What follows belongs to an exercise in optimizing a design on an open flow for small area, a short achievable clock period and few clock cycles; a production flow would make more cautious choices.
The RTL was checked by simulation tests, not by an equivalence proof against the original design.
The clock port is modelled as an ideal driver; clocking choices that lean on that would not hold on a real chip.
Power is estimated from default activity; no workload was simulated.

$ cat flow/flow/run.sh
#!/bin/bash
# The standard layout with two changes:
#  - the smallest plain buffer on each port, in place of the delay buffer
#    ORFS's buffer_ports picks by default;
#  - after CTS, useful clock skew between the multiplier's pipeline stages
#    (flow/skew.tcl): the operand registers get their clock early and the
#    rdata registers late. Then the standard flow goes on from global routing.
set -euo pipefail
here=$(pwd)
res=$here/orfs/results/sky130hd/fixed_arith_top/base
bufs="BUFFER_PORTS_ARGS=-buffer_cell sky130_fd_sc_hd__buf_1"
source flow/skew.env
bash standard.sh "$bufs" SETUP_SLACK_MARGIN=$MARGIN_CTS cts > standard_cts.log 2>&1
cp $res/4_cts.odb $here/4_cts_noskew.odb
ODB_IN=$here/4_cts_noskew.odb SDC_IN=$res/4_cts.sdc ODB_OUT=$res/4_cts.odb \
  openroad -no_init -exit flow/skew.tcl > skew.log 2>&1
rm -f $here/4_cts_noskew.odb
bash standard.sh "$bufs" SETUP_SLACK_MARGIN=$MARGIN_ROUTE finish > standard_finish.log 2>&1
$ cat flow/design.v
`default_nettype none
package fixed_arith_pkg;
  localparam int FIX_W  = 16;
  localparam int FRAC_W = 8;
  localparam int PROD_W = 32;  
  localparam logic [31:0] REG_OP_A      = 32'h00;
  localparam logic [31:0] REG_OP_B      = 32'h04;
  localparam logic [31:0] REG_SUM       = 32'h08;
  localparam logic [31:0] REG_PROD      = 32'h0C;
  localparam logic [31:0] REG_PROD_FULL = 32'h10;
  localparam logic [1:0] RESP_OKAY = 2'b00;
  typedef logic [FIX_W-1:0] fix_t;
  typedef struct packed {
    fix_t a;  
    fix_t b;  
  } fix_operands_t;
  typedef struct packed {
    fix_t sum;
    logic overflow;  
  } add_result_t;
  typedef struct packed {
    logic [PROD_W-1:0] full;
    fix_t              product;  
    logic              overflow;
    logic              precision_lost;
  } mul_result_t;
endpackage
`default_nettype wire
`default_nettype none
`timescale 1ns/10ps
module fixed_add_unit
(
  input  logic [fixed_arith_pkg::FIX_W-1:0] a,
  input  logic [fixed_arith_pkg::FIX_W-1:0] b,
  output fixed_arith_pkg::add_result_t      add_res
);
  assign {add_res.overflow, add_res.sum} = {1'b0, a} + {1'b0, b};
endmodule
`default_nettype wire
`default_nettype none
`timescale 1ns/10ps
module fixed_mul_unit
(
  input  logic        clk,
  input  logic [15:0] a,
  input  logic [15:0] b,
  input  logic [7:0]  bone,   
  input  logic [7:0]  btwo,   
  output logic [31:0] p,
  output logic        ovf,   
  output logic        prec   
);
  logic bo0, bt0, bn0, bp0_0, bp0_1, bp0_2, bp0_3, bp0_4, bp0_5, bp0_6;
  logic bp0_7, bp0_8, bp0_9, bp0_10, bp0_11, bp0_12, bp0_13, bp0_14, bp0_15, bp0_16;
  logic bs0, bo1, bt1, bn1, bp1_0, bp1_1, bp1_2, bp1_3, bp1_4, bp1_5;
  logic bp1_6, bp1_7, bp1_8, bp1_9, bp1_10, bp1_11, bp1_12, bp1_13, bp1_14, bp1_15;
  logic bp1_16, bs1, bo2, bt2, bn2, bp2_0, bp2_1, bp2_2, bp2_3, bp2_4;
  logic bp2_5, bp2_6, bp2_7, bp2_8, bp2_9, bp2_10, bp2_11, bp2_12, bp2_13, bp2_14;
  logic bp2_15, bp2_16, bs2, bo3, bt3, bn3, bp3_0, bp3_1, bp3_2, bp3_3;
  logic bp3_4, bp3_5, bp3_6, bp3_7, bp3_8, bp3_9, bp3_10, bp3_11, bp3_12, bp3_13;
  logic bp3_14, bp3_15, bp3_16, bs3, bo4, bt4, bn4, bp4_0, bp4_1, bp4_2;
  logic bp4_3, bp4_4, bp4_5, bp4_6, bp4_7, bp4_8, bp4_9, bp4_10, bp4_11, bp4_12;
  logic bp4_13, bp4_14, bp4_15, bp4_16, bs4, bo5, bt5, bn5, bp5_0, bp5_1;
  logic bp5_2, bp5_3, bp5_4, bp5_5, bp5_6, bp5_7, bp5_8, bp5_9, bp5_10, bp5_11;
  logic bp5_12, bp5_13, bp5_14, bp5_15, bp5_16, bs5, bo6, bt6, bn6, bp6_0;
  logic bp6_1, bp6_2, bp6_3, bp6_4, bp6_5, bp6_6, bp6_7, bp6_8, bp6_9, bp6_10;
  logic bp6_11, bp6_12, bp6_13, bp6_14, bp6_15, bp6_16, bs6, bo7, bt7, bn7;
  logic bp7_0, bp7_1, bp7_2, bp7_3, bp7_4, bp7_5, bp7_6, bp7_7, bp7_8, bp7_9;
  logic bp7_10, bp7_11, bp7_12, bp7_13, bp7_14, bp7_15, bp7_16, bs7, bp8_0, bp8_1;
  logic bp8_2, bp8_3, bp8_4, bp8_5, bp8_6, bp8_7, bp8_8, bp8_9, bp8_10, bp8_11;
  logic bp8_12, bp8_13, bp8_14, bp8_15, hs0, hc0, hs1, hc1, fs0, fc0;
  logic hs2, hc2, fs1, fc1, hs3, hc3, fs2, fc2, fs3, fc3;
  logic hs4, hc4, fs4, fc4, fs5, fc5, hs5, hc5, fs6, fc6;
  logic fs7, fc7, fs8, fc8, fs9, fc9, fs10, fc10, fs11, fc11;
  logic fs12, fc12, fs13, fc13, fs14, fc14, fs15, fc15, fs16, fc16;
  logic fs17, fc17, fs18, fc18, fs19, fc19, hs6, hc6, fs20, fc20;
  logic fs21, fc21, fs22, fc22, hs7, hc7, fs23, fc23, hs8, hc8;
  logic hs9, hc9, hs10, hc10, fs24, fc24, hs11, hc11, fs25, fc25;
  logic hs12, hc12, fs26, fc26, fs27, fc27, fs28, fc28, fs29, fc29;
  logic fs30, fc30, fs31, fc31, fs32, fc32, fs33, fc33, fs34, fc34;
  logic fs35, fc35, fs36, fc36, fs37, fc37, fs38, fc38, fs39, fc39;
  logic fs40, fc40, fs41, fc41, fs42, fc42, fs43, fc43, fs44, fc44;
  logic fs45, fc45, fs46, fc46, fs47, fc47, fs48, fc48, fs49, fc49;
  logic fs50, fc50, fs51, fc51, fs52, fc52, fs53, fc53, fs54, fc54;
  logic fs55, fc55, fs56, fc56, fs57, fc57, fs58, fc58, hs13, hc13;
  logic fs59, fc59, hs14, hc14, hs15, hc15, hs16, hc16, fs60, fc60;
  logic fs61, fc61, fs62, fc62, fs63, fc63, fs64, fc64, fs65, fc65;
  logic fs66, fc66, fs67, fc67, fs68, fc68, fs69, fc69, fs70, fc70;
  logic fs71, fc71, fs72, fc72, fs73, fc73, fs74, fc74, fs75, fc75;
  logic fs76, fc76, fs77, fc77, fs78, fc78, fs79, fc79, fs80, fc80;
  logic fs81, fc81, fs82, fc82, fs83, fc83, hs17, hc17, fs84, fc84;
  logic fs85, fc85, fs86, fc86, fs87, fc87, fs88, fc88, fs89, fc89;
  logic fs90, fc90;
  logic [31:0] r0_q;
  logic [31:0] r1_q;
  logic [31:0] r2_q;
  logic hs18, hc18, fs91, fc91, fs92, fc92, fs93, fc93, fs94, fc94;
  logic fs95, fc95, fs96, fc96, fs97, fc97, fs98, fc98, fs99, fc99;
  logic fs100, fc100, fs101, fc101, fs102, fc102, fs103, fc103, fs104, fc104;
  logic fs105, fc105, fs106, fc106, fs107, fc107, fs108, fc108, fs109, fc109;
  logic fs110, fc110, fs111, fc111, fs112, fc112;
  logic [31:0] x, y;
  assign bo0 = bone[0];
  assign bt0 = btwo[0];
  assign bn0 = b[1];
  assign bp0_0 = ((bo0 & a[0])) ^ bn0;
  assign bp0_1 = ((bo0 & a[1]) | (bt0 & a[0])) ^ bn0;
  assign bp0_2 = ((bo0 & a[2]) | (bt0 & a[1])) ^ bn0;
  assign bp0_3 = ((bo0 & a[3]) | (bt0 & a[2])) ^ bn0;
  assign bp0_4 = ((bo0 & a[4]) | (bt0 & a[3])) ^ bn0;
  assign bp0_5 = ((bo0 & a[5]) | (bt0 & a[4])) ^ bn0;
  assign bp0_6 = ((bo0 & a[6]) | (bt0 & a[5])) ^ bn0;
  assign bp0_7 = ((bo0 & a[7]) | (bt0 & a[6])) ^ bn0;
  assign bp0_8 = ((bo0 & a[8]) | (bt0 & a[7])) ^ bn0;
  assign bp0_9 = ((bo0 & a[9]) | (bt0 & a[8])) ^ bn0;
  assign bp0_10 = ((bo0 & a[10]) | (bt0 & a[9])) ^ bn0;
  assign bp0_11 = ((bo0 & a[11]) | (bt0 & a[10])) ^ bn0;
  assign bp0_12 = ((bo0 & a[12]) | (bt0 & a[11])) ^ bn0;
  assign bp0_13 = ((bo0 & a[13]) | (bt0 & a[12])) ^ bn0;
  assign bp0_14 = ((bo0 & a[14]) | (bt0 & a[13])) ^ bn0;
  assign bp0_15 = ((bo0 & a[15]) | (bt0 & a[14])) ^ bn0;
  assign bp0_16 = ((bt0 & a[15])) ^ bn0;
  assign bs0 = ~bn0;
  assign bo1 = bone[1];
  assign bt1 = btwo[1];
  assign bn1 = b[3];
  assign bp1_0 = ((bo1 & a[0])) ^ bn1;
  assign bp1_1 = ((bo1 & a[1]) | (bt1 & a[0])) ^ bn1;
  assign bp1_2 = ((bo1 & a[2]) | (bt1 & a[1])) ^ bn1;
  assign bp1_3 = ((bo1 & a[3]) | (bt1 & a[2])) ^ bn1;
  assign bp1_4 = ((bo1 & a[4]) | (bt1 & a[3])) ^ bn1;
  assign bp1_5 = ((bo1 & a[5]) | (bt1 & a[4])) ^ bn1;
  assign bp1_6 = ((bo1 & a[6]) | (bt1 & a[5])) ^ bn1;
  assign bp1_7 = ((bo1 & a[7]) | (bt1 & a[6])) ^ bn1;
  assign bp1_8 = ((bo1 & a[8]) | (bt1 & a[7])) ^ bn1;
  assign bp1_9 = ((bo1 & a[9]) | (bt1 & a[8])) ^ bn1;
  assign bp1_10 = ((bo1 & a[10]) | (bt1 & a[9])) ^ bn1;
  assign bp1_11 = ((bo1 & a[11]) | (bt1 & a[10])) ^ bn1;
  assign bp1_12 = ((bo1 & a[12]) | (bt1 & a[11])) ^ bn1;
  assign bp1_13 = ((bo1 & a[13]) | (bt1 & a[12])) ^ bn1;
  assign bp1_14 = ((bo1 & a[14]) | (bt1 & a[13])) ^ bn1;
  assign bp1_15 = ((bo1 & a[15]) | (bt1 & a[14])) ^ bn1;
  assign bp1_16 = ((bt1 & a[15])) ^ bn1;
  assign bs1 = ~bn1;
  assign bo2 = bone[2];
  assign bt2 = btwo[2];
  assign bn2 = b[5];
  assign bp2_0 = ((bo2 & a[0])) ^ bn2;
  assign bp2_1 = ((bo2 & a[1]) | (bt2 & a[0])) ^ bn2;
  assign bp2_2 = ((bo2 & a[2]) | (bt2 & a[1])) ^ bn2;
  assign bp2_3 = ((bo2 & a[3]) | (bt2 & a[2])) ^ bn2;
  assign bp2_4 = ((bo2 & a[4]) | (bt2 & a[3])) ^ bn2;
  assign bp2_5 = ((bo2 & a[5]) | (bt2 & a[4])) ^ bn2;
  assign bp2_6 = ((bo2 & a[6]) | (bt2 & a[5])) ^ bn2;
  assign bp2_7 = ((bo2 & a[7]) | (bt2 & a[6])) ^ bn2;
  assign bp2_8 = ((bo2 & a[8]) | (bt2 & a[7])) ^ bn2;
  assign bp2_9 = ((bo2 & a[9]) | (bt2 & a[8])) ^ bn2;
  assign bp2_10 = ((bo2 & a[10]) | (bt2 & a[9])) ^ bn2;
  assign bp2_11 = ((bo2 & a[11]) | (bt2 & a[10])) ^ bn2;
  assign bp2_12 = ((bo2 & a[12]) | (bt2 & a[11])) ^ bn2;
  assign bp2_13 = ((bo2 & a[13]) | (bt2 & a[12])) ^ bn2;
  assign bp2_14 = ((bo2 & a[14]) | (bt2 & a[13])) ^ bn2;
  assign bp2_15 = ((bo2 & a[15]) | (bt2 & a[14])) ^ bn2;
  assign bp2_16 = ((bt2 & a[15])) ^ bn2;
  assign bs2 = ~bn2;
  assign bo3 = bone[3];
  assign bt3 = btwo[3];
  assign bn3 = b[7];
  assign bp3_0 = ((bo3 & a[0])) ^ bn3;
  assign bp3_1 = ((bo3 & a[1]) | (bt3 & a[0])) ^ bn3;
  assign bp3_2 = ((bo3 & a[2]) | (bt3 & a[1])) ^ bn3;
  assign bp3_3 = ((bo3 & a[3]) | (bt3 & a[2])) ^ bn3;
  assign bp3_4 = ((bo3 & a[4]) | (bt3 & a[3])) ^ bn3;
  assign bp3_5 = ((bo3 & a[5]) | (bt3 & a[4])) ^ bn3;
  assign bp3_6 = ((bo3 & a[6]) | (bt3 & a[5])) ^ bn3;
  assign bp3_7 = ((bo3 & a[7]) | (bt3 & a[6])) ^ bn3;
  assign bp3_8 = ((bo3 & a[8]) | (bt3 & a[7])) ^ bn3;
  assign bp3_9 = ((bo3 & a[9]) | (bt3 & a[8])) ^ bn3;
  assign bp3_10 = ((bo3 & a[10]) | (bt3 & a[9])) ^ bn3;
  assign bp3_11 = ((bo3 & a[11]) | (bt3 & a[10])) ^ bn3;
  assign bp3_12 = ((bo3 & a[12]) | (bt3 & a[11])) ^ bn3;
  assign bp3_13 = ((bo3 & a[13]) | (bt3 & a[12])) ^ bn3;
  assign bp3_14 = ((bo3 & a[14]) | (bt3 & a[13])) ^ bn3;
  assign bp3_15 = ((bo3 & a[15]) | (bt3 & a[14])) ^ bn3;
  assign bp3_16 = ((bt3 & a[15])) ^ bn3;
  assign bs3 = ~bn3;
  assign bo4 = bone[4];
  assign bt4 = btwo[4];
  assign bn4 = b[9];
  assign bp4_0 = ((bo4 & a[0])) ^ bn4;
  assign bp4_1 = ((bo4 & a[1]) | (bt4 & a[0])) ^ bn4;
  assign bp4_2 = ((bo4 & a[2]) | (bt4 & a[1])) ^ bn4;
  assign bp4_3 = ((bo4 & a[3]) | (bt4 & a[2])) ^ bn4;
  assign bp4_4 = ((bo4 & a[4]) | (bt4 & a[3])) ^ bn4;
  assign bp4_5 = ((bo4 & a[5]) | (bt4 & a[4])) ^ bn4;
  assign bp4_6 = ((bo4 & a[6]) | (bt4 & a[5])) ^ bn4;
  assign bp4_7 = ((bo4 & a[7]) | (bt4 & a[6])) ^ bn4;
  assign bp4_8 = ((bo4 & a[8]) | (bt4 & a[7])) ^ bn4;
  assign bp4_9 = ((bo4 & a[9]) | (bt4 & a[8])) ^ bn4;
  assign bp4_10 = ((bo4 & a[10]) | (bt4 & a[9])) ^ bn4;
  assign bp4_11 = ((bo4 & a[11]) | (bt4 & a[10])) ^ bn4;
  assign bp4_12 = ((bo4 & a[12]) | (bt4 & a[11])) ^ bn4;
  assign bp4_13 = ((bo4 & a[13]) | (bt4 & a[12])) ^ bn4;
  assign bp4_14 = ((bo4 & a[14]) | (bt4 & a[13])) ^ bn4;
  assign bp4_15 = ((bo4 & a[15]) | (bt4 & a[14])) ^ bn4;
  assign bp4_16 = ((bt4 & a[15])) ^ bn4;
  assign bs4 = ~bn4;
  assign bo5 = bone[5];
  assign bt5 = btwo[5];
  assign bn5 = b[11];
  assign bp5_0 = ((bo5 & a[0])) ^ bn5;
  assign bp5_1 = ((bo5 & a[1]) | (bt5 & a[0])) ^ bn5;
  assign bp5_2 = ((bo5 & a[2]) | (bt5 & a[1])) ^ bn5;
  assign bp5_3 = ((bo5 & a[3]) | (bt5 & a[2])) ^ bn5;
  assign bp5_4 = ((bo5 & a[4]) | (bt5 & a[3])) ^ bn5;
  assign bp5_5 = ((bo5 & a[5]) | (bt5 & a[4])) ^ bn5;
  assign bp5_6 = ((bo5 & a[6]) | (bt5 & a[5])) ^ bn5;
  assign bp5_7 = ((bo5 & a[7]) | (bt5 & a[6])) ^ bn5;
  assign bp5_8 = ((bo5 & a[8]) | (bt5 & a[7])) ^ bn5;
  assign bp5_9 = ((bo5 & a[9]) | (bt5 & a[8])) ^ bn5;
  assign bp5_10 = ((bo5 & a[10]) | (bt5 & a[9])) ^ bn5;
  assign bp5_11 = ((bo5 & a[11]) | (bt5 & a[10])) ^ bn5;
  assign bp5_12 = ((bo5 & a[12]) | (bt5 & a[11])) ^ bn5;
  assign bp5_13 = ((bo5 & a[13]) | (bt5 & a[12])) ^ bn5;
  assign bp5_14 = ((bo5 & a[14]) | (bt5 & a[13])) ^ bn5;
  assign bp5_15 = ((bo5 & a[15]) | (bt5 & a[14])) ^ bn5;
  assign bp5_16 = ((bt5 & a[15])) ^ bn5;
  assign bs5 = ~bn5;
  assign bo6 = bone[6];
  assign bt6 = btwo[6];
  assign bn6 = b[13];
  assign bp6_0 = ((bo6 & a[0])) ^ bn6;
  assign bp6_1 = ((bo6 & a[1]) | (bt6 & a[0])) ^ bn6;
  assign bp6_2 = ((bo6 & a[2]) | (bt6 & a[1])) ^ bn6;
  assign bp6_3 = ((bo6 & a[3]) | (bt6 & a[2])) ^ bn6;
  assign bp6_4 = ((bo6 & a[4]) | (bt6 & a[3])) ^ bn6;
  assign bp6_5 = ((bo6 & a[5]) | (bt6 & a[4])) ^ bn6;
  assign bp6_6 = ((bo6 & a[6]) | (bt6 & a[5])) ^ bn6;
  assign bp6_7 = ((bo6 & a[7]) | (bt6 & a[6])) ^ bn6;
  assign bp6_8 = ((bo6 & a[8]) | (bt6 & a[7])) ^ bn6;
  assign bp6_9 = ((bo6 & a[9]) | (bt6 & a[8])) ^ bn6;
  assign bp6_10 = ((bo6 & a[10]) | (bt6 & a[9])) ^ bn6;
  assign bp6_11 = ((bo6 & a[11]) | (bt6 & a[10])) ^ bn6;
  assign bp6_12 = ((bo6 & a[12]) | (bt6 & a[11])) ^ bn6;
  assign bp6_13 = ((bo6 & a[13]) | (bt6 & a[12])) ^ bn6;
  assign bp6_14 = ((bo6 & a[14]) | (bt6 & a[13])) ^ bn6;
  assign bp6_15 = ((bo6 & a[15]) | (bt6 & a[14])) ^ bn6;
  assign bp6_16 = ((bt6 & a[15])) ^ bn6;
  assign bs6 = ~bn6;
  assign bo7 = bone[7];
  assign bt7 = btwo[7];
  assign bn7 = b[15];
  assign bp7_0 = ((bo7 & a[0])) ^ bn7;
  assign bp7_1 = ((bo7 & a[1]) | (bt7 & a[0])) ^ bn7;
  assign bp7_2 = ((bo7 & a[2]) | (bt7 & a[1])) ^ bn7;
  assign bp7_3 = ((bo7 & a[3]) | (bt7 & a[2])) ^ bn7;
  assign bp7_4 = ((bo7 & a[4]) | (bt7 & a[3])) ^ bn7;
  assign bp7_5 = ((bo7 & a[5]) | (bt7 & a[4])) ^ bn7;
  assign bp7_6 = ((bo7 & a[6]) | (bt7 & a[5])) ^ bn7;
  assign bp7_7 = ((bo7 & a[7]) | (bt7 & a[6])) ^ bn7;
  assign bp7_8 = ((bo7 & a[8]) | (bt7 & a[7])) ^ bn7;
  assign bp7_9 = ((bo7 & a[9]) | (bt7 & a[8])) ^ bn7;
  assign bp7_10 = ((bo7 & a[10]) | (bt7 & a[9])) ^ bn7;
  assign bp7_11 = ((bo7 & a[11]) | (bt7 & a[10])) ^ bn7;
  assign bp7_12 = ((bo7 & a[12]) | (bt7 & a[11])) ^ bn7;
  assign bp7_13 = ((bo7 & a[13]) | (bt7 & a[12])) ^ bn7;
  assign bp7_14 = ((bo7 & a[14]) | (bt7 & a[13])) ^ bn7;
  assign bp7_15 = ((bo7 & a[15]) | (bt7 & a[14])) ^ bn7;
  assign bp7_16 = ((bt7 & a[15])) ^ bn7;
  assign bs7 = ~bn7;
  assign bp8_0 = a[0] & b[15];
  assign bp8_1 = a[1] & b[15];
  assign bp8_2 = a[2] & b[15];
  assign bp8_3 = a[3] & b[15];
  assign bp8_4 = a[4] & b[15];
  assign bp8_5 = a[5] & b[15];
  assign bp8_6 = a[6] & b[15];
  assign bp8_7 = a[7] & b[15];
  assign bp8_8 = a[8] & b[15];
  assign bp8_9 = a[9] & b[15];
  assign bp8_10 = a[10] & b[15];
  assign bp8_11 = a[11] & b[15];
  assign bp8_12 = a[12] & b[15];
  assign bp8_13 = a[13] & b[15];
  assign bp8_14 = a[14] & b[15];
  assign bp8_15 = a[15] & b[15];
  assign hs0 = bn5 ^ bp0_10;
  assign hc0 = bn5 & bp0_10;
  assign hs1 = bp0_11 ^ bp1_9;
  assign hc1 = bp0_11 & bp1_9;
  fixed_fa u_fs0 (.x(bn6), .y(bp0_12), .z(bp1_10), .s(fs0), .c(fc0));
  assign hs2 = bp2_8 ^ bp3_6;
  assign hc2 = bp2_8 & bp3_6;
  fixed_fa u_fs1 (.x(bp0_13), .y(bp1_11), .z(bp2_9), .s(fs1), .c(fc1));
  assign hs3 = bp3_7 ^ bp4_5;
  assign hc3 = bp3_7 & bp4_5;
  fixed_fa u_fs2 (.x(bn7), .y(bp0_14), .z(bp1_12), .s(fs2), .c(fc2));
  fixed_fa u_fs3 (.x(bp2_10), .y(bp3_8), .z(bp4_6), .s(fs3), .c(fc3));
  assign hs4 = bp5_4 ^ bp6_2;
  assign hc4 = bp5_4 & bp6_2;
  fixed_fa u_fs4 (.x(bp0_15), .y(bp1_13), .z(bp2_11), .s(fs4), .c(fc4));
  fixed_fa u_fs5 (.x(bp3_9), .y(bp4_7), .z(bp5_5), .s(fs5), .c(fc5));
  assign hs5 = bp6_3 ^ bp7_1;
  assign hc5 = bp6_3 & bp7_1;
  fixed_fa u_fs6 (.x(bp8_0), .y(bp0_16), .z(bp1_14), .s(fs6), .c(fc6));
  fixed_fa u_fs7 (.x(bp2_12), .y(bp3_10), .z(bp4_8), .s(fs7), .c(fc7));
  fixed_fa u_fs8 (.x(bp5_6), .y(bp6_4), .z(bp7_2), .s(fs8), .c(fc8));
  fixed_fa u_fs9 (.x(bn0), .y(bp8_1), .z(bp1_15), .s(fs9), .c(fc9));
  fixed_fa u_fs10 (.x(bp2_13), .y(bp3_11), .z(bp4_9), .s(fs10), .c(fc10));
  fixed_fa u_fs11 (.x(bp5_7), .y(bp6_5), .z(bp7_3), .s(fs11), .c(fc11));
  fixed_fa u_fs12 (.x(bn0), .y(bp8_2), .z(bp1_16), .s(fs12), .c(fc12));
  fixed_fa u_fs13 (.x(bp2_14), .y(bp3_12), .z(bp4_10), .s(fs13), .c(fc13));
  fixed_fa u_fs14 (.x(bp5_8), .y(bp6_6), .z(bp7_4), .s(fs14), .c(fc14));
  fixed_fa u_fs15 (.x(bs0), .y(bs1), .z(bp8_3), .s(fs15), .c(fc15));
  fixed_fa u_fs16 (.x(bp2_15), .y(bp3_13), .z(bp4_11), .s(fs16), .c(fc16));
  fixed_fa u_fs17 (.x(bp5_9), .y(bp6_7), .z(bp7_5), .s(fs17), .c(fc17));
  fixed_fa u_fs18 (.x(1'b1), .y(bp8_4), .z(bp2_16), .s(fs18), .c(fc18));
  fixed_fa u_fs19 (.x(bp3_14), .y(bp4_12), .z(bp5_10), .s(fs19), .c(fc19));
  assign hs6 = bp6_8 ^ bp7_6;
  assign hc6 = bp6_8 & bp7_6;
  fixed_fa u_fs20 (.x(bs2), .y(bp8_5), .z(bp3_15), .s(fs20), .c(fc20));
  fixed_fa u_fs21 (.x(bp4_13), .y(bp5_11), .z(bp6_9), .s(fs21), .c(fc21));
  fixed_fa u_fs22 (.x(1'b1), .y(bp8_6), .z(bp3_16), .s(fs22), .c(fc22));
  assign hs7 = bp4_14 ^ bp5_12;
  assign hc7 = bp4_14 & bp5_12;
  fixed_fa u_fs23 (.x(bs3), .y(bp8_7), .z(bp4_15), .s(fs23), .c(fc23));
  assign hs8 = 1'b1 ^ bp8_8;
  assign hc8 = 1'b1 & bp8_8;
  assign hs9 = bn3 ^ bp0_6;
  assign hc9 = bn3 & bp0_6;
  assign hs10 = bp0_7 ^ bp1_5;
  assign hc10 = bp0_7 & bp1_5;
  fixed_fa u_fs24 (.x(bn4), .y(bp0_8), .z(bp1_6), .s(fs24), .c(fc24));
  assign hs11 = bp2_4 ^ bp3_2;
  assign hc11 = bp2_4 & bp3_2;
  fixed_fa u_fs25 (.x(bp0_9), .y(bp1_7), .z(bp2_5), .s(fs25), .c(fc25));
  assign hs12 = bp3_3 ^ bp4_1;
  assign hc12 = bp3_3 & bp4_1;
  fixed_fa u_fs26 (.x(bp1_8), .y(bp2_6), .z(bp3_4), .s(fs26), .c(fc26));
  fixed_fa u_fs27 (.x(bp4_2), .y(bp5_0), .z(hs0), .s(fs27), .c(fc27));
  fixed_fa u_fs28 (.x(bp2_7), .y(bp3_5), .z(bp4_3), .s(fs28), .c(fc28));
  fixed_fa u_fs29 (.x(bp5_1), .y(hc0), .z(hs1), .s(fs29), .c(fc29));
  fixed_fa u_fs30 (.x(bp4_4), .y(bp5_2), .z(bp6_0), .s(fs30), .c(fc30));
  fixed_fa u_fs31 (.x(hc1), .y(hs2), .z(fs0), .s(fs31), .c(fc31));
  fixed_fa u_fs32 (.x(bp5_3), .y(bp6_1), .z(hc2), .s(fs32), .c(fc32));
  fixed_fa u_fs33 (.x(hs3), .y(fc0), .z(fs1), .s(fs33), .c(fc33));
  fixed_fa u_fs34 (.x(bp7_0), .y(hc3), .z(hs4), .s(fs34), .c(fc34));
  fixed_fa u_fs35 (.x(fc1), .y(fs2), .z(fs3), .s(fs35), .c(fc35));
  fixed_fa u_fs36 (.x(hc4), .y(hs5), .z(fc2), .s(fs36), .c(fc36));
  fixed_fa u_fs37 (.x(fc3), .y(fs4), .z(fs5), .s(fs37), .c(fc37));
  fixed_fa u_fs38 (.x(hc5), .y(fc4), .z(fc5), .s(fs38), .c(fc38));
  fixed_fa u_fs39 (.x(fs6), .y(fs7), .z(fs8), .s(fs39), .c(fc39));
  fixed_fa u_fs40 (.x(fc6), .y(fc7), .z(fc8), .s(fs40), .c(fc40));
  fixed_fa u_fs41 (.x(fs9), .y(fs10), .z(fs11), .s(fs41), .c(fc41));
  fixed_fa u_fs42 (.x(fc9), .y(fc10), .z(fc11), .s(fs42), .c(fc42));
  fixed_fa u_fs43 (.x(fs12), .y(fs13), .z(fs14), .s(fs43), .c(fc43));
  fixed_fa u_fs44 (.x(fs15), .y(fc12), .z(fc13), .s(fs44), .c(fc44));
  fixed_fa u_fs45 (.x(fc14), .y(fs16), .z(fs17), .s(fs45), .c(fc45));
  fixed_fa u_fs46 (.x(fc15), .y(hs6), .z(fc16), .s(fs46), .c(fc46));
  fixed_fa u_fs47 (.x(fc17), .y(fs18), .z(fs19), .s(fs47), .c(fc47));
  fixed_fa u_fs48 (.x(bp7_7), .y(hc6), .z(fc18), .s(fs48), .c(fc48));
  fixed_fa u_fs49 (.x(fc19), .y(fs20), .z(fs21), .s(fs49), .c(fc49));
  fixed_fa u_fs50 (.x(bp6_10), .y(bp7_8), .z(hs7), .s(fs50), .c(fc50));
  fixed_fa u_fs51 (.x(fc20), .y(fc21), .z(fs22), .s(fs51), .c(fc51));
  fixed_fa u_fs52 (.x(bp5_13), .y(bp6_11), .z(bp7_9), .s(fs52), .c(fc52));
  fixed_fa u_fs53 (.x(hc7), .y(fc22), .z(fs23), .s(fs53), .c(fc53));
  fixed_fa u_fs54 (.x(hs8), .y(bp4_16), .z(bp5_14), .s(fs54), .c(fc54));
  fixed_fa u_fs55 (.x(bp6_12), .y(bp7_10), .z(fc23), .s(fs55), .c(fc55));
  fixed_fa u_fs56 (.x(bs4), .y(bp8_9), .z(hc8), .s(fs56), .c(fc56));
  fixed_fa u_fs57 (.x(bp5_15), .y(bp6_13), .z(bp7_11), .s(fs57), .c(fc57));
  fixed_fa u_fs58 (.x(1'b1), .y(bp8_10), .z(bp5_16), .s(fs58), .c(fc58));
  assign hs13 = bp6_14 ^ bp7_12;
  assign hc13 = bp6_14 & bp7_12;
  fixed_fa u_fs59 (.x(bs5), .y(bp8_11), .z(bp6_15), .s(fs59), .c(fc59));
  assign hs14 = 1'b1 ^ bp8_12;
  assign hc14 = 1'b1 & bp8_12;
  assign hs15 = bn2 ^ bp0_4;
  assign hc15 = bn2 & bp0_4;
  assign hs16 = bp0_5 ^ bp1_3;
  assign hc16 = bp0_5 & bp1_3;
  fixed_fa u_fs60 (.x(bp1_4), .y(bp2_2), .z(bp3_0), .s(fs60), .c(fc60));
  fixed_fa u_fs61 (.x(bp2_3), .y(bp3_1), .z(hc9), .s(fs61), .c(fc61));
  fixed_fa u_fs62 (.x(bp4_0), .y(hc10), .z(hs11), .s(fs62), .c(fc62));
  fixed_fa u_fs63 (.x(hc11), .y(hs12), .z(fc24), .s(fs63), .c(fc63));
  fixed_fa u_fs64 (.x(hc12), .y(fc25), .z(fs26), .s(fs64), .c(fc64));
  fixed_fa u_fs65 (.x(fc26), .y(fs28), .z(fc27), .s(fs65), .c(fc65));
  fixed_fa u_fs66 (.x(fc28), .y(fs30), .z(fc29), .s(fs66), .c(fc66));
  fixed_fa u_fs67 (.x(fc30), .y(fs32), .z(fc31), .s(fs67), .c(fc67));
  fixed_fa u_fs68 (.x(fc32), .y(fs34), .z(fc33), .s(fs68), .c(fc68));
  fixed_fa u_fs69 (.x(fc34), .y(fc35), .z(fs36), .s(fs69), .c(fc69));
  fixed_fa u_fs70 (.x(fc36), .y(fc37), .z(fs38), .s(fs70), .c(fc70));
  fixed_fa u_fs71 (.x(fc38), .y(fc39), .z(fs40), .s(fs71), .c(fc71));
  fixed_fa u_fs72 (.x(fc40), .y(fc41), .z(fs42), .s(fs72), .c(fc72));
  fixed_fa u_fs73 (.x(fc42), .y(fc43), .z(fs44), .s(fs73), .c(fc73));
  fixed_fa u_fs74 (.x(fc44), .y(fc45), .z(fs46), .s(fs74), .c(fc74));
  fixed_fa u_fs75 (.x(fc46), .y(fc47), .z(fs48), .s(fs75), .c(fc75));
  fixed_fa u_fs76 (.x(fs50), .y(fc48), .z(fc49), .s(fs76), .c(fc76));
  fixed_fa u_fs77 (.x(fs52), .y(fc50), .z(fc51), .s(fs77), .c(fc77));
  fixed_fa u_fs78 (.x(fc52), .y(fs54), .z(fc53), .s(fs78), .c(fc78));
  fixed_fa u_fs79 (.x(fs56), .y(fc54), .z(fs57), .s(fs79), .c(fc79));
  fixed_fa u_fs80 (.x(fc56), .y(hs13), .z(fc57), .s(fs80), .c(fc80));
  fixed_fa u_fs81 (.x(bp7_13), .y(hc13), .z(fc58), .s(fs81), .c(fc81));
  fixed_fa u_fs82 (.x(hs14), .y(bp6_16), .z(bp7_14), .s(fs82), .c(fc82));
  fixed_fa u_fs83 (.x(bs6), .y(bp8_13), .z(hc14), .s(fs83), .c(fc83));
  assign hs17 = 1'b1 ^ bp8_14;
  assign hc17 = 1'b1 & bp8_14;
  fixed_fa u_fs84 (.x(bn1), .y(bp0_2), .z(bp1_0), .s(fs84), .c(fc84));
  fixed_fa u_fs85 (.x(fs58), .y(fc79), .z(fs80), .s(fs85), .c(fc85));
  fixed_fa u_fs86 (.x(fs59), .y(fc80), .z(fs81), .s(fs86), .c(fc86));
  fixed_fa u_fs87 (.x(fc59), .y(fs82), .z(fc81), .s(fs87), .c(fc87));
  fixed_fa u_fs88 (.x(bp7_15), .y(fs83), .z(fc82), .s(fs88), .c(fc88));
  fixed_fa u_fs89 (.x(hs17), .y(bp7_16), .z(fc83), .s(fs89), .c(fc89));
  fixed_fa u_fs90 (.x(bs7), .y(bp8_15), .z(hc17), .s(fs90), .c(fc90));
  always_ff @(posedge clk)
  begin
    r0_q[0] <= bn0;
    r1_q[0] <= bp0_0;
    r0_q[1] <= bp0_1;
    r0_q[2] <= fs84;
    r0_q[3] <= bp0_3;
    r1_q[3] <= bp1_1;
    r2_q[3] <= fc84;
    r0_q[4] <= bp1_2;
    r1_q[4] <= bp2_0;
    r2_q[4] <= hs15;
    r0_q[5] <= bp2_1;
    r1_q[5] <= hc15;
    r2_q[5] <= hs16;
    r0_q[6] <= hc16;
    r1_q[6] <= hs9;
    r2_q[6] <= fs60;
    r0_q[7] <= hs10;
    r1_q[7] <= fc60;
    r2_q[7] <= fs61;
    r0_q[8] <= fs24;
    r1_q[8] <= fc61;
    r2_q[8] <= fs62;
    r0_q[9] <= fs25;
    r1_q[9] <= fc62;
    r2_q[9] <= fs63;
    r0_q[10] <= fs27;
    r1_q[10] <= fc63;
    r2_q[10] <= fs64;
    r0_q[11] <= fs29;
    r1_q[11] <= fc64;
    r2_q[11] <= fs65;
    r0_q[12] <= fs31;
    r1_q[12] <= fc65;
    r2_q[12] <= fs66;
    r0_q[13] <= fs33;
    r1_q[13] <= fc66;
    r2_q[13] <= fs67;
    r0_q[14] <= fs35;
    r1_q[14] <= fc67;
    r2_q[14] <= fs68;
    r0_q[15] <= fs37;
    r1_q[15] <= fc68;
    r2_q[15] <= fs69;
    r0_q[16] <= fs39;
    r1_q[16] <= fc69;
    r2_q[16] <= fs70;
    r0_q[17] <= fs41;
    r1_q[17] <= fc70;
    r2_q[17] <= fs71;
    r0_q[18] <= fs43;
    r1_q[18] <= fc71;
    r2_q[18] <= fs72;
    r0_q[19] <= fs45;
    r1_q[19] <= fc72;
    r2_q[19] <= fs73;
    r0_q[20] <= fs47;
    r1_q[20] <= fc73;
    r2_q[20] <= fs74;
    r0_q[21] <= fs49;
    r1_q[21] <= fc74;
    r2_q[21] <= fs75;
    r0_q[22] <= fs51;
    r1_q[22] <= fc75;
    r2_q[22] <= fs76;
    r0_q[23] <= fs53;
    r1_q[23] <= fc76;
    r2_q[23] <= fs77;
    r0_q[24] <= fs55;
    r1_q[24] <= fc77;
    r2_q[24] <= fs78;
    r0_q[25] <= fc55;
    r1_q[25] <= fs79;
    r2_q[25] <= fc78;
    r0_q[26] <= fs85;
    r0_q[27] <= fc85;
    r1_q[27] <= fs86;
    r0_q[28] <= fc86;
    r1_q[28] <= fs87;
    r0_q[29] <= fs88;
    r1_q[29] <= fc87;
    r0_q[30] <= fs89;
    r1_q[30] <= fc88;
    r0_q[31] <= fs90;
    r1_q[31] <= fc89;
  end
  assign r1_q[1] = 1'b0;
  assign r1_q[2] = 1'b0;
  assign r1_q[26] = 1'b0;
  assign r2_q[0] = 1'b0;
  assign r2_q[1] = 1'b0;
  assign r2_q[2] = 1'b0;
  assign r2_q[26] = 1'b0;
  assign r2_q[27] = 1'b0;
  assign r2_q[28] = 1'b0;
  assign r2_q[29] = 1'b0;
  assign r2_q[30] = 1'b0;
  assign r2_q[31] = 1'b0;
  assign hs18 = r0_q[3] ^ r1_q[3];
  assign hc18 = r0_q[3] & r1_q[3];
  fixed_fa u_fs91 (.x(r0_q[4]), .y(r1_q[4]), .z(r2_q[4]), .s(fs91), .c(fc91));
  fixed_fa u_fs92 (.x(r0_q[5]), .y(r1_q[5]), .z(r2_q[5]), .s(fs92), .c(fc92));
  fixed_fa u_fs93 (.x(r0_q[6]), .y(r1_q[6]), .z(r2_q[6]), .s(fs93), .c(fc93));
  fixed_fa u_fs94 (.x(r0_q[7]), .y(r1_q[7]), .z(r2_q[7]), .s(fs94), .c(fc94));
  fixed_fa u_fs95 (.x(r0_q[8]), .y(r1_q[8]), .z(r2_q[8]), .s(fs95), .c(fc95));
  fixed_fa u_fs96 (.x(r0_q[9]), .y(r1_q[9]), .z(r2_q[9]), .s(fs96), .c(fc96));
  fixed_fa u_fs97 (.x(r0_q[10]), .y(r1_q[10]), .z(r2_q[10]), .s(fs97), .c(fc97));
  fixed_fa u_fs98 (.x(r0_q[11]), .y(r1_q[11]), .z(r2_q[11]), .s(fs98), .c(fc98));
  fixed_fa u_fs99 (.x(r0_q[12]), .y(r1_q[12]), .z(r2_q[12]), .s(fs99), .c(fc99));
  fixed_fa u_fs100 (.x(r0_q[13]), .y(r1_q[13]), .z(r2_q[13]), .s(fs100), .c(fc100));
  fixed_fa u_fs101 (.x(r0_q[14]), .y(r1_q[14]), .z(r2_q[14]), .s(fs101), .c(fc101));
  fixed_fa u_fs102 (.x(r0_q[15]), .y(r1_q[15]), .z(r2_q[15]), .s(fs102), .c(fc102));
  fixed_fa u_fs103 (.x(r0_q[16]), .y(r1_q[16]), .z(r2_q[16]), .s(fs103), .c(fc103));
  fixed_fa u_fs104 (.x(r0_q[17]), .y(r1_q[17]), .z(r2_q[17]), .s(fs104), .c(fc104));
  fixed_fa u_fs105 (.x(r0_q[18]), .y(r1_q[18]), .z(r2_q[18]), .s(fs105), .c(fc105));
  fixed_fa u_fs106 (.x(r0_q[19]), .y(r1_q[19]), .z(r2_q[19]), .s(fs106), .c(fc106));
  fixed_fa u_fs107 (.x(r0_q[20]), .y(r1_q[20]), .z(r2_q[20]), .s(fs107), .c(fc107));
  fixed_fa u_fs108 (.x(r0_q[21]), .y(r1_q[21]), .z(r2_q[21]), .s(fs108), .c(fc108));
  fixed_fa u_fs109 (.x(r0_q[22]), .y(r1_q[22]), .z(r2_q[22]), .s(fs109), .c(fc109));
  fixed_fa u_fs110 (.x(r0_q[23]), .y(r1_q[23]), .z(r2_q[23]), .s(fs110), .c(fc110));
  fixed_fa u_fs111 (.x(r0_q[24]), .y(r1_q[24]), .z(r2_q[24]), .s(fs111), .c(fc111));
  fixed_fa u_fs112 (.x(r0_q[25]), .y(r1_q[25]), .z(r2_q[25]), .s(fs112), .c(fc112));
  assign x[0] = r0_q[0];
  assign y[0] = r1_q[0];
  assign x[1] = r0_q[1];
  assign y[1] = 1'b0;
  assign x[2] = r0_q[2];
  assign y[2] = 1'b0;
  assign x[3] = r2_q[3];
  assign y[3] = hs18;
  assign x[4] = hc18;
  assign y[4] = fs91;
  assign x[5] = fc91;
  assign y[5] = fs92;
  assign x[6] = fc92;
  assign y[6] = fs93;
  assign x[7] = fc93;
  assign y[7] = fs94;
  assign x[8] = fc94;
  assign y[8] = fs95;
  assign x[9] = fc95;
  assign y[9] = fs96;
  assign x[10] = fc96;
  assign y[10] = fs97;
  assign x[11] = fc97;
  assign y[11] = fs98;
  assign x[12] = fc98;
  assign y[12] = fs99;
  assign x[13] = fc99;
  assign y[13] = fs100;
  assign x[14] = fc100;
  assign y[14] = fs101;
  assign x[15] = fc101;
  assign y[15] = fs102;
  assign x[16] = fc102;
  assign y[16] = fs103;
  assign x[17] = fc103;
  assign y[17] = fs104;
  assign x[18] = fc104;
  assign y[18] = fs105;
  assign x[19] = fc105;
  assign y[19] = fs106;
  assign x[20] = fc106;
  assign y[20] = fs107;
  assign x[21] = fc107;
  assign y[21] = fs108;
  assign x[22] = fc108;
  assign y[22] = fs109;
  assign x[23] = fc109;
  assign y[23] = fs110;
  assign x[24] = fc110;
  assign y[24] = fs111;
  assign x[25] = fc111;
  assign y[25] = fs112;
  assign x[26] = r0_q[26];
  assign y[26] = fc112;
  assign x[27] = r0_q[27];
  assign y[27] = r1_q[27];
  assign x[28] = r0_q[28];
  assign y[28] = r1_q[28];
  assign x[29] = r0_q[29];
  assign y[29] = r1_q[29];
  assign x[30] = r0_q[30];
  assign y[30] = r1_q[30];
  assign x[31] = r0_q[31];
  assign y[31] = r1_q[31];
  logic [7:0]  z;
  assign p = x + y;
  assign z[0] = p[24];
  assign z[7:1] = (x[31:25] ^ y[31:25]) ^ (x[30:24] | y[30:24]);
  assign ovf  = |z;
  assign prec = |p[7:0];
endmodule
`default_nettype wire
`default_nettype none
module fixed_fa
(
  input  logic x,
  input  logic y,
  input  logic z,
  output logic s,
  output logic c
);
  assign s = x ^ y ^ z;
  assign c = (x & y) | (x & z) | (y & z);
endmodule
`default_nettype wire
`default_nettype none
`timescale 1ns/10ps
module axil_fixed_regs
#(
  parameter int ADDR_W = 5
)
(
  input  logic              clk,
  input  logic              rst_n,
  input  logic [ADDR_W-1:0] awaddr,
  input  logic              awvalid,
  output logic              awready,
  input  logic [31:0]       wdata,
  input  logic [3:0]        wstrb,
  input  logic              wvalid,
  output logic              wready,
  output logic [1:0]        bresp,
  output logic              bvalid,
  input  logic              bready,
  input  logic [ADDR_W-1:0] araddr,
  input  logic              arvalid,
  output logic              arready,
  output logic [31:0]       rdata,
  output logic [1:0]        rresp,
  output logic              rvalid,
  input  logic              rready,
  output fixed_arith_pkg::fix_operands_t operands,
  output logic [7:0]        b_one,      
  output logic [7:0]        b_two,      
  input  fixed_arith_pkg::add_result_t   add_res,
  input  logic [fixed_arith_pkg::PROD_W-1:0] prod,
  input  logic              prod_ovf,   
  input  logic              prod_prec   
);
  logic        wr_fire;
  logic        wr_op_a;
  logic        wr_op_b;
  logic        wr_op_q;
  logic        wr_b_lo;
  logic        wr_b_hi;
  logic [15:0] b_next;
  logic [16:0] bw;        
  logic [16:0] bn;        
  logic [7:0]  one_w;
  logic [7:0]  two_w;
  logic        one_n4;
  logic        two_n4;
  logic        rd_fire;
  logic [31:0] rd_map;
  assign awready = ~bvalid;
  assign wready  = ~bvalid;
  assign wr_fire = awvalid & wvalid & ~bvalid;
  assign wr_op_a = wr_fire & (awaddr[ADDR_W-1:2] == fixed_arith_pkg::REG_OP_A[ADDR_W-1:2]);
  assign wr_op_b = wr_fire & (awaddr[ADDR_W-1:2] == fixed_arith_pkg::REG_OP_B[ADDR_W-1:2]);
  assign bresp   = fixed_arith_pkg::RESP_OKAY;
  assign wr_b_lo = wr_op_b & wstrb[0];
  assign wr_b_hi = wr_op_b & wstrb[1];
  assign b_next  = {wr_b_hi ? wdata[15:8] : operands.b[15:8], wr_b_lo ? wdata[7:0] : operands.b[7:0]};
  assign bw      = {wdata[15:0], 1'b0};
  assign bn      = {b_next, 1'b0};
  always_comb
  begin
    for (int k = 0; k < 8; k++)
    begin
      one_w[k] = bw[2*k+1] ^ bw[2*k];
      two_w[k] = bw[2*k+2] ? ~(bw[2*k+1] | bw[2*k]) : (bw[2*k+1] & bw[2*k]);
    end
  end
  assign one_n4 = bn[9] ^ bn[8];
  assign two_n4 = bn[10] ? ~(bn[9] | bn[8]) : (bn[9] & bn[8]);
  always_ff @(posedge clk or negedge rst_n)
  begin
    if (!rst_n)
    begin
      bvalid   <= 1'b0;
      wr_op_q  <= 1'b0;
      operands <= '0;
      b_one    <= '0;
      b_two    <= '0;
    end
    else
    begin
      if (wr_fire)
        bvalid <= 1'b1;
      else if (bready)
        bvalid <= 1'b0;
      wr_op_q <= wr_op_a | wr_op_b;
      if (wr_op_a & wstrb[0]) operands.a[7:0]  <= wdata[7:0];
      if (wr_op_a & wstrb[1]) operands.a[15:8] <= wdata[15:8];
      if (wr_op_b & wstrb[0]) operands.b[7:0]  <= wdata[7:0];
      if (wr_op_b & wstrb[1]) operands.b[15:8] <= wdata[15:8];
      if (wr_b_lo)
      begin
        b_one[3:0] <= one_w[3:0];
        b_two[3:0] <= two_w[3:0];
      end
      if (wr_b_hi)
      begin
        b_one[7:5] <= one_w[7:5];
        b_two[7:5] <= two_w[7:5];
      end
      if (wr_b_lo | wr_b_hi)
      begin
        b_one[4] <= one_n4;
        b_two[4] <= two_n4;
      end
    end
  end
  assign arready = ~rvalid & ~wr_op_q;
  assign rd_fire = arvalid & arready;
  assign rresp   = fixed_arith_pkg::RESP_OKAY;
  always_comb
  begin
    case (araddr[ADDR_W-1:2])
      3'd2:    rd_map = {15'd0, add_res.overflow, add_res.sum};
      3'd3:    rd_map = {14'd0, prod_prec, prod_ovf, prod[23:8]};
      3'd4:    rd_map = prod;
      default: rd_map = 32'd0;  
    endcase
  end
  always_ff @(posedge clk or negedge rst_n)
  begin
    if (!rst_n)
      rvalid <= 1'b0;
    else if (rd_fire)
      rvalid <= 1'b1;
    else if (rready)
      rvalid <= 1'b0;
  end
  always_ff @(posedge clk)
  begin
    if (!rvalid)
      rdata <= rd_map;
  end
endmodule
`default_nettype wire
`default_nettype none
`timescale 1ns/10ps
module fixed_arith_top
#(
  parameter int ADDR_W = 5
)
(
  input  logic              clk,
  input  logic              rst_n,
  input  logic [ADDR_W-1:0] awaddr,
  input  logic              awvalid,
  output logic              awready,
  input  logic [31:0]       wdata,
  input  logic [3:0]        wstrb,
  input  logic              wvalid,
  output logic              wready,
  output logic [1:0]        bresp,
  output logic              bvalid,
  input  logic              bready,
  input  logic [ADDR_W-1:0] araddr,
  input  logic              arvalid,
  output logic              arready,
  output logic [31:0]       rdata,
  output logic [1:0]        rresp,
  output logic              rvalid,
  input  logic              rready
);
  fixed_arith_pkg::fix_operands_t     operands;
  fixed_arith_pkg::add_result_t       add_res;
  logic [fixed_arith_pkg::PROD_W-1:0] prod;
  logic                               prod_ovf;
  logic [7:0]                         b_one;
  logic [7:0]                         b_two;
  logic                               prod_prec;
  axil_fixed_regs #(
    .ADDR_W (ADDR_W)
  ) u_regs (
    .clk       (clk),
    .rst_n     (rst_n),
    .awaddr    (awaddr),
    .awvalid   (awvalid),
    .awready   (awready),
    .wdata     (wdata),
    .wstrb     (wstrb),
    .wvalid    (wvalid),
    .wready    (wready),
    .bresp     (bresp),
    .bvalid    (bvalid),
    .bready    (bready),
    .araddr    (araddr),
    .arvalid   (arvalid),
    .arready   (arready),
    .rdata     (rdata),
    .rresp     (rresp),
    .rvalid    (rvalid),
    .rready    (rready),
    .operands  (operands),
    .b_one     (b_one),
    .b_two     (b_two),
    .add_res   (add_res),
    .prod      (prod),
    .prod_ovf  (prod_ovf),
    .prod_prec (prod_prec)
  );
  fixed_add_unit u_add (
    .a       (operands.a),
    .b       (operands.b),
    .add_res (add_res)
  );
  fixed_mul_unit u_mul (
    .clk (clk),
    .a   (operands.a),
    .b    (operands.b),
    .bone (b_one),
    .btwo (b_two),
    .p    (prod),
    .ovf  (prod_ovf),
    .prec (prod_prec)
  );
endmodule
`default_nettype wire
$ cat flow/config.mk
export PLATFORM = sky130hd
export DESIGN_NAME = fixed_arith_top
export DESIGN_NICKNAME = fixed_arith_top
export VERILOG_FILES = /design/flow/design.v
export SDC_FILE = /design/flow/constraint.sdc
export NUM_CORES = 4
export LEC_CHECK = 0
export CAP_MARGIN = 20
export CORE_MARGIN = 2
export CORE_UTILIZATION = 65
export CTS_BUF_LIST = sky130_fd_sc_hd__clkbuf_8
export SETUP_SLACK_MARGIN = 2.5
export SLEW_MARGIN = 20
export SYNTH_HIERARCHICAL = 1
export SYNTH_MINIMUM_KEEP_SIZE = 0
$ cat flow/standard.sh
#!/bin/bash
# synth_recipe.tcl (not shown) runs the flow's synth.tcl, then flattens the netlist and writes it again
# the make line also repeats each setting of config.mk as NAME=value (left out here)
make -C /OpenROAD-flow-scripts/flow DESIGN_CONFIG=/design/flow/config.mk WORK_HOME=/design/flow/orfs CLKGATE_MAP_FILE= SYNTH_SCRIPT=/design/flow/synth_recipe.tcl "${@:-finish}"
$ cat flow/flow/skew.env
# settings of flow/run.sh and flow/skew.tcl
export MARGIN_CTS=2.5
export MARGIN_ROUTE=3.0
export LATE_SPECS='{{u_regs.rdata*} sky130_fd_sc_hd__clkbuf_4 4 8}'
export EARLY_PAT="u_regs.operands* u_regs.b_one* u_regs.b_two*"
export EARLY_BUF=sky130_fd_sc_hd__clkbuf_16
export EARLY_N=3
export CLK_NET=clk
$ cat flow/flow/skew.tcl
set plat $::env(FLOW_HOME)/platforms/sky130hd
read_lef $plat/lef/sky130_fd_sc_hd.tlef
read_lef $plat/lef/sky130_fd_sc_hd_merged.lef
read_liberty $plat/lib/sky130_fd_sc_hd__tt_025C_1v80.lib
read_db $::env(ODB_IN)
read_sdc $::env(SDC_IN)
source $plat/setRC.tcl
set_propagated_clock [all_clocks]
estimate_parasitics -placement
puts "=== before"
report_worst_slack -max
report_worst_slack -min
report_checks -path_delay max -format end -group_path_count 6

set db [ord::get_db]
set block [ord::get_db_block]

proc by_x {a b} { expr {[lindex [$a getLocation] 0] - [lindex [$b getLocation] 0]} }

proc centroid {insts} {
  set sx 0; set sy 0
  foreach i $insts { set loc [$i getLocation]; set sx [expr {$sx + [lindex $loc 0]}]; set sy [expr {$sy + [lindex $loc 1]}] }
  return [list [expr {$sx / [llength $insts]}] [expr {$sy / [llength $insts]}]]
}

proc matches {name pats} {
  foreach p $pats { if {[string match $p $name]} { return 1 } }
  return 0
}

proc regs_matching {block pats} {
  set out {}
  foreach inst [$block getInsts] {
    if {![matches [$inst getName] $pats]} { continue }
    set it [$inst findITerm CLK]
    if {$it == "NULL" || $it == ""} { continue }
    lappend out $inst
  }
  return $out
}

proc add_buf {block master name drvnet x y} {
  set buf [odb::dbInst_create $block $master $name]
  $buf setLocation $x $y
  $buf setPlacementStatus PLACED
  set net [odb::dbNet_create $block "${name}_clk"]
  $net setSigType CLOCK
  [$buf findITerm A] connect $drvnet
  [$buf findITerm X] connect $net
  return $net
}

proc move_clk {insts net} {
  foreach i $insts {
    set it [$i findITerm CLK]
    $it disconnect
    $it connect $net
  }
}

# late registers, grouped by the CTS leaf net that clocks them. LATE_SPECS is
# a list of {patterns buffer chain max_group}: each group of at most max_group
# registers of a leaf net gets a chain of chain buffers.
set k 0
foreach spec $::env(LATE_SPECS) {
  lassign $spec pats bufname chain maxg
  set master [$db findMaster $bufname]
  array unset groups
  array set groups {}
  foreach inst [regs_matching $block $pats] {
    lappend groups([[[$inst findITerm CLK] getNet] getName]) $inst
  }
  foreach netname [lsort [array names groups]] {
    set oldnet [$block findNet $netname]
    set all [lsort -command by_x $groups($netname)]
    set ng [expr {int(ceil(double([llength $all]) / $maxg))}]
    set per [expr {int(ceil(double([llength $all]) / $ng))}]
    for {set g 0} {$g < $ng} {incr g} {
      set insts [lrange $all [expr {$g * $per}] [expr {($g + 1) * $per - 1}]]
      lassign [centroid $insts] x y
      set drv $oldnet
      for {set c 0} {$c < $chain} {incr c} {
        set drv [add_buf $block $master "skew_late_${k}_$c" $drv $x $y]
      }
      move_clk $insts $drv
      puts "late group $k ($pats): [llength $insts] registers from $netname"
      incr k
    }
  }
}

# early registers, split by position among EARLY_N buffers on the port's net
set early [lsort -command by_x [regs_matching $block $::env(EARLY_PAT)]]
set clknet [$block findNet $::env(CLK_NET)]
set n $::env(EARLY_N)
set per [expr {int(ceil(double([llength $early]) / $n))}]
for {set g 0} {$g < $n} {incr g} {
  set grp [lrange $early [expr {$g * $per}] [expr {($g + 1) * $per - 1}]]
  if {[llength $grp] == 0} { continue }
  lassign [centroid $grp] x y
  set net [add_buf $block [$db findMaster $::env(EARLY_BUF)] "skew_early_$g" $clknet $x $y]
  move_clk $grp $net
  puts "early group $g: [llength $grp] registers"
}

global_connect
detailed_placement
check_placement
estimate_parasitics -placement
puts "=== after"
report_worst_slack -max
report_worst_slack -min
report_checks -path_delay max -format end -group_path_count 6
report_clock_skew
write_db $::env(ODB_OUT)
$ cat flow/constraint.sdc
create_clock -name core_clock -period 5.5 [get_ports {clk}]
set_input_delay 1.1000 -clock core_clock [delete_from_list [all_inputs] [get_ports {clk}]]
set_output_delay 1.1000 -clock core_clock [all_outputs]
set_load 0.01 [all_outputs]
==> impl_results.html <==
<table>
<tr><th>Metric</th><th>Value</th></tr>
<tr><th colspan="2">GRT</th></tr>
<tr><td>Aggregate global-route resource usage</td><td>0.318</td></tr>
<tr><td>Global-route wire length before repair</td><td>53.7 mm</td></tr>
<tr><td>Maximum number of pins on one net before global-route repair</td><td>51</td></tr>
<tr><td>Number of antenna violations at the first check in global routing</td><td>0</td></tr>
<tr><td>Vias in the first global route</td><td>10,200</td></tr>
<tr><td>Final global-route overflow total</td><td>0</td></tr>
<tr><th colspan="2">Clock network</th></tr>
<tr><td>Clock tree root buffer cell</td><td>clkbuf_8</td></tr>
<tr><td>Count of clock tree sinks</td><td>166</td></tr>
<tr><td>H-tree depth</td><td>4</td></tr>
<tr><td>Hold_buf cts</td><td>0</td></tr>
<tr><td>CTS clk-pin slew, worst paths</td><td>0.09 ns</td></tr>
<tr><td>Insertion delay of the later-clocked pin in the worst-skew pair</td><td>0.96 ns</td></tr>
<tr><td>Clock tree from TritonCTS</td><td>yes</td></tr>
<tr><td>Number of clock buffers inserted by TritonCTS</td><td>17</td></tr>
<tr><td>Buffers from clock root to sink, at most</td><td>2</td></tr>
<tr><th colspan="2">Worst hold path</th></tr>
<tr><td>Number of stages on the worst hold path</td><td>3</td></tr>
<tr><td>Terminating pin of the worst hold path</td><td>u_regs.rdata[0]</td></tr>
<tr><td>Path type of the worst min-delay path</td><td>flip-flop to flip-flop</td></tr>
<tr><td>Launch instance of the worst min-delay path</td><td>u_mul.r1_q[0]</td></tr>
<tr><th colspan="2">Place</th></tr>
<tr><td>Post-DP HPWL</td><td>22.7 mm</td></tr>
<tr><td>Placer Congestion</td><td>0.905</td></tr>
<tr><td>Quantity of I/O buffers inserted on ports</td><td>67</td></tr>
<tr><td>Pre-CTS worst setup slack</td><td>2.17 ns</td></tr>
<tr><th colspan="2">STA</th></tr>
<tr><td>Shortest clock period the worst path allows after layout</td><td>2.56 ns</td></tr>
<tr><td>Pins over their slew limit</td><td>0</td></tr>
<tr><td>Share of the clock period used by the worst path after layout</td><td>0.466</td></tr>
<tr><td>Slew @ Worst Pin</td><td>0.684 ns</td></tr>
<tr><td>Setup slack of the critical path after layout</td><td>2.94 ns</td></tr>
<tr><td>Maximum operating frequency</td><td>390 MHz</td></tr>
<tr><td>Unrepaired setup endpoints after global routing</td><td>yes</td></tr>
<tr><td>Max-Slew Margin vs Limit</td><td>0.538</td></tr>
<tr><td>Number of hold-slack violations in the final timing report</td><td>0</td></tr>
<tr><td>Fin Setup TNS</td><td>0 ns</td></tr>
<tr><td>Worst Clk Skew</td><td>0.825 ns</td></tr>
<tr><td>Setup-failing EPs final</td><td>0</td></tr>
<tr><th colspan="2">Logic synthesis</th></tr>
<tr><td>Seq cells post-synth</td><td>166</td></tr>
<tr><td>Share of synthesized registers carrying an async set or reset</td><td>0.301</td></tr>
<tr><td>Number of enable-type register cells in the synthesized netlist</td><td>32</td></tr>
<tr><td>Synth Warn #</td><td>20</td></tr>
<tr><td>Dominant synthesized flop cell</td><td>dfxtp_1</td></tr>
<tr><td>Number of cells produced by synthesis</td><td>1,296</td></tr>
<tr><td>Post-synthesis instance area</td><td>13,400 sq um</td></tr>
<tr><td>Post-synthesis cell type count</td><td>78</td></tr>
<tr><td>Register area share after synthesis</td><td>0.291</td></tr>
<tr><td>Post-synthesis area per instance</td><td>10.3 sq um</td></tr>
<tr><th colspan="2">Critical path</th></tr>
<tr><td>Critical-path cell with the highest stage delay</td><td>fa_1</td></tr>
<tr><td>Data required time of the worst path</td><td>6.17 ns</td></tr>
<tr><td>R2R setup slack</td><td>2.94 ns</td></tr>
<tr><td>Biggest fanout along the worst timing path</td><td>14</td></tr>
<tr><td>Largest incremental delay on the critical path</td><td>0.61 ns</td></tr>
<tr><td>Type of the worst setup path</td><td>flip-flop to flip-flop</td></tr>
<tr><td>Worst R2R Start</td><td>u_mul.r1_q[25]</td></tr>
<tr><td>Reg-to-reg critical path endpoint</td><td>u_regs.rdata[16]</td></tr>
<tr><td>Launching element of the worst setup path</td><td>u_mul.r1_q[25]</td></tr>
<tr><td>Arrival time of the worst setup path</td><td>3.24 ns</td></tr>
<tr><td>Category of the worst setup path capture point</td><td>flip-flop</td></tr>
<tr><td>Number of cells traversed by the worst register-to-register path</td><td>9</td></tr>
<tr><td>Cells along the critical path</td><td>fa_1 -&gt; inv_1 -&gt; ha_2 -&gt; xor2_1 -&gt; nand4_1 -&gt; nor4b_1 -&gt; mux2i_2 -&gt; mux2i_1 -&gt; o21ai_2</td></tr>
<tr><td>Kind of launch point of the worst setup path</td><td>flip-flop</td></tr>
<tr><th colspan="2">Detailed routing</th></tr>
<tr><td>Detailed-route vias per instance</td><td>6.22</td></tr>
<tr><td>Number of remaining DRC errors</td><td>0</td></tr>
<tr><td>Total Routed Length</td><td>33.2 mm</td></tr>
<tr><td>Routed WL per cell</td><td>20.7 microns</td></tr>
<tr><td>Detailed Route Iter0 Violations</td><td>995</td></tr>
<tr><td>Iteration count of the initial detailed-routing pass</td><td>5</td></tr>
<tr><td>Number of nets still failing antenna checks after routing</td><td>0</td></tr>
<tr><td>Vias after detailed routing</td><td>9,983</td></tr>
<tr><th colspan="2">Power</th></tr>
<tr><td>Power per unit of standard cell area</td><td>698 nW/um^2</td></tr>
<tr><td>Static power due to leakage</td><td>6.07 nW</td></tr>
<tr><td>Maximum vdd drop</td><td>0.403 mV</td></tr>
<tr><th colspan="2">Finish</th></tr>
<tr><td>Filler Cell Count</td><td>1,511</td></tr>
<tr><td>Diode count</td><td>0</td></tr>
<tr><td>Area added between synthesis and finish</td><td>9.55%</td></tr>
<tr><td>Fraction of layout cells with a size suffix above 1</td><td>0.174</td></tr>
<tr><td>Nets@finish</td><td>1,570</td></tr>
<tr><th colspan="2">Floorplan</th></tr>
<tr><td># rows</td><td>52</td></tr>
<tr><td>Die Y</td><td>147 microns</td></tr>
<tr><td>Top-Level Pins</td><td>94</td></tr>
<tr><td>Core area</td><td>20,200 sq um</td></tr>
<tr><td>Area of the die</td><td>21,700 sq um</td></tr>
<tr><td>Initial Utilization</td><td>0.661</td></tr>
<tr><td>Die Width</td><td>147 microns</td></tr>
<tr><th colspan="2">Job</th></tr>
<tr><td>Number of maximum-capacitance violations</td><td>0</td></tr>
<tr><th colspan="2">Outcome</th></tr>
<tr><td>Outcome</td><td>complete, no violations</td></tr>
</table>
## per-module statistics from Yosys, one instance, submodules excluded, excerpt
module | copies in the design | flip-flops and latches
fixed_mul_unit | 1 | 84
fixed_fa | 113 | 0
fixed_add_unit | 1 | 0
## Yosys cell counts (all sizes together) (32+ instances only)
library cell,instances,share of area
a21oi,39,0.016
a22oi,120,0.067
and2,32,0.015
buf,35,0.014
clkbuf,83,0.023
dfrtp,50,0.094
dfxtp,84,0.13
edfxtp,32,0.072
fa,114,0.17
ha,81,0.076
inv,53,0.015
nand2,96,0.027
o21ai,61,0.024
xnor2,157,0.10
## sequential cells by signal (all words and copies together) (netlist names)
name	flops
u_mul.r2_q	23
u_regs.operands	31
u_regs.b_two	8
u_regs.rdata	32
u_mul.r1_q	29
u_regs.rvalid	1
u_regs.b_one	8
u_regs.wr_op_q	1
u_regs.bvalid	1
u_mul.r0_q	32
## logic make-up (layout without fill, tap and decap cells)
kind of cell / count (synthesis) / after routing / share of synthesized area
compound gates: 310 / 310 / 0.167
mux: 49 / 49 / 0.0389
other cells: 2 / 7 / 0.000561
xor+xnor: 180 / 180 / 0.118
simple gates: 223 / 223 / 0.0859
fa+ha+maj: 195 / 195 / 0.246
flops: 166 / 166 / 0.291
buf+inv: 171 / 205 / 0.0526
## cell type report
| type | count | area (sq um) | area share |
|---|---|---|---|
| multi-input cells | 964 | 9040 | 0.617 |
| flip-flops and latches | 166 | 3940 | 0.269 |
| repair buffers | 93 | 483 | 0.0330 |
| well taps | 270 | 338 | 0.0231 |
| plain buffers | 27 | 255 | 0.0174 |
| clock buffers | 17 | 234 | 0.0160 |
| inverters | 53 | 199 | 0.0136 |
| clock inverters | 15 | 166 | 0.0114 |
## through the flow
| stage | util | power [mW] | area (sq um) | instances | hold slack [ns] |
|---|---|---|---|---|---|
| after global routing | 0.724 | 11.0 | 14700 | 1605 | 0.236 |
| after detailed placement | 0.672 | 8.18 | 13600 | 1535 | 0.527 |
| after CTS | 0.698 | 9.31 | 14100 | 1572 | 0.562 |
| after floorplan | - | 6.59 | 13400 | 1301 | 0.445 |
| after global placement | 0.672 | 8.07 | 13600 | 1535 | 0.524 |
| final | 0.724 | 10.2 | 14700 | 1605 | 0.232 |
## power by group
part	internal, mW	switching (mW)	leakage [nW]
registers	1.76	0.497	1.65
logic	2.92	3.79	4.08
clock network	0.703	0.559	0.348
total	5.38	4.84	6.07
## worst max-delay path: cells and delay by family (launching register included)
kind / cells / cell delay [ns]
adder cells (fa/ha/maj): 2 / 1.09
AND/OR/NAND/NOR: 2 / 0.60
multiplexers: 2 / 0.39
flip-flops: 1 / 0.33
XOR/XNOR: 1 / 0.18
AO/OA/AOI/OAI: 1 / 0.10
buffers and inverters: 1 / 0.06
## metal layers
| layer | routed length [microns] | vias up | global-route usage |
|---|---|---|---|
| met5 | 0 | - | 0 |
| met4 | 721 | 0 | 0.113 |
| met3 | 2510 | 79 | 0.0633 |
| met2 | 15300 | 487 | 0.492 |
| met1 | 14800 | 4858 | 0.451 |
| li1 | - | 4559 | - |
## cells in the final DEF, fill, tap and decap left out, drive strengths merged, types with 5 or more instances in the layout
cell,count
xnor2,157
a22oi,120
fa,114
nand2,96
dfxtp,84
ha,81
buf,70
clkbuf,67
inv,61
o21ai,61
dfrtp,50
a21oi,39
edfxtp,32
and2,32
mux2i,25
mux2,24
xor2,23
nor2,21
a21o,16
o211ai,12
nand4,11
nand3,11
and3,10
nor4,10
a211oi,9
nor3,7
conb,7
a31oi,7
o21bai,6
o31ai,6
nor2b,5
a221oi,5
## worst max path at each step
| stage | endpoint | slack [ns] | cells past startpoint |
|---|---|---|---|
| after floorplan | u_mul.r2_q[18] | 2.57 | 6 |
| final | u_regs.rdata[16] | 2.94 | 9 |
| after detailed placement | u_regs.rdata[16] | 2.17 | 10 |
| after global routing | u_regs.rdata[12] | 2.87 | 11 |
| after CTS | u_regs.rdata[16] | 2.43 | 10 |
| after global placement | u_regs.rdata[16] | 2.19 | 10 |
## what timing repair did
item | 4_1_cts | 5_1_grt
pin swaps | 7 | 16
setup endpoints to repair | 14 | 87
buffers inserted | 5 | 6
cloned | 0 | 0
resized for setup | 19 | 89
Testbench counts, summed over its fixed seeds: cycles 7,706.

-- afterwards: timing with drivers on the ports --
The results above use ideal ports. As a check the final layout listed here was re-extracted and re-timed, cells and wires unchanged.
Step 1 assumes that a clkbuf_16 drives the clock port and a buf_2 every other input.
Step 2, shift: input delay + t, output delay - t, t = (earliest + latest rising clock arrival at the registers) / 2. This alone moves slack from input paths to output paths.
Slacks: ideal ports / drivers / drivers and shift; pairs: ideal ports / drivers.
shift t [ns]: 0.628
slack for setup (ns): 2.938 / 2.862 / 2.601
worst setup path after step 2: input to register
clock arrival spread, ns: 0.825 / 0.826
worst register clock-pin slew, ns: 0.09 / 0.09
In this run the clock reaches the registers at very different times; t lies between them, and the last value is a rough guide only. The setup slack of this run moves by -0.076 ns with the drivers and by -0.337 ns with both steps.
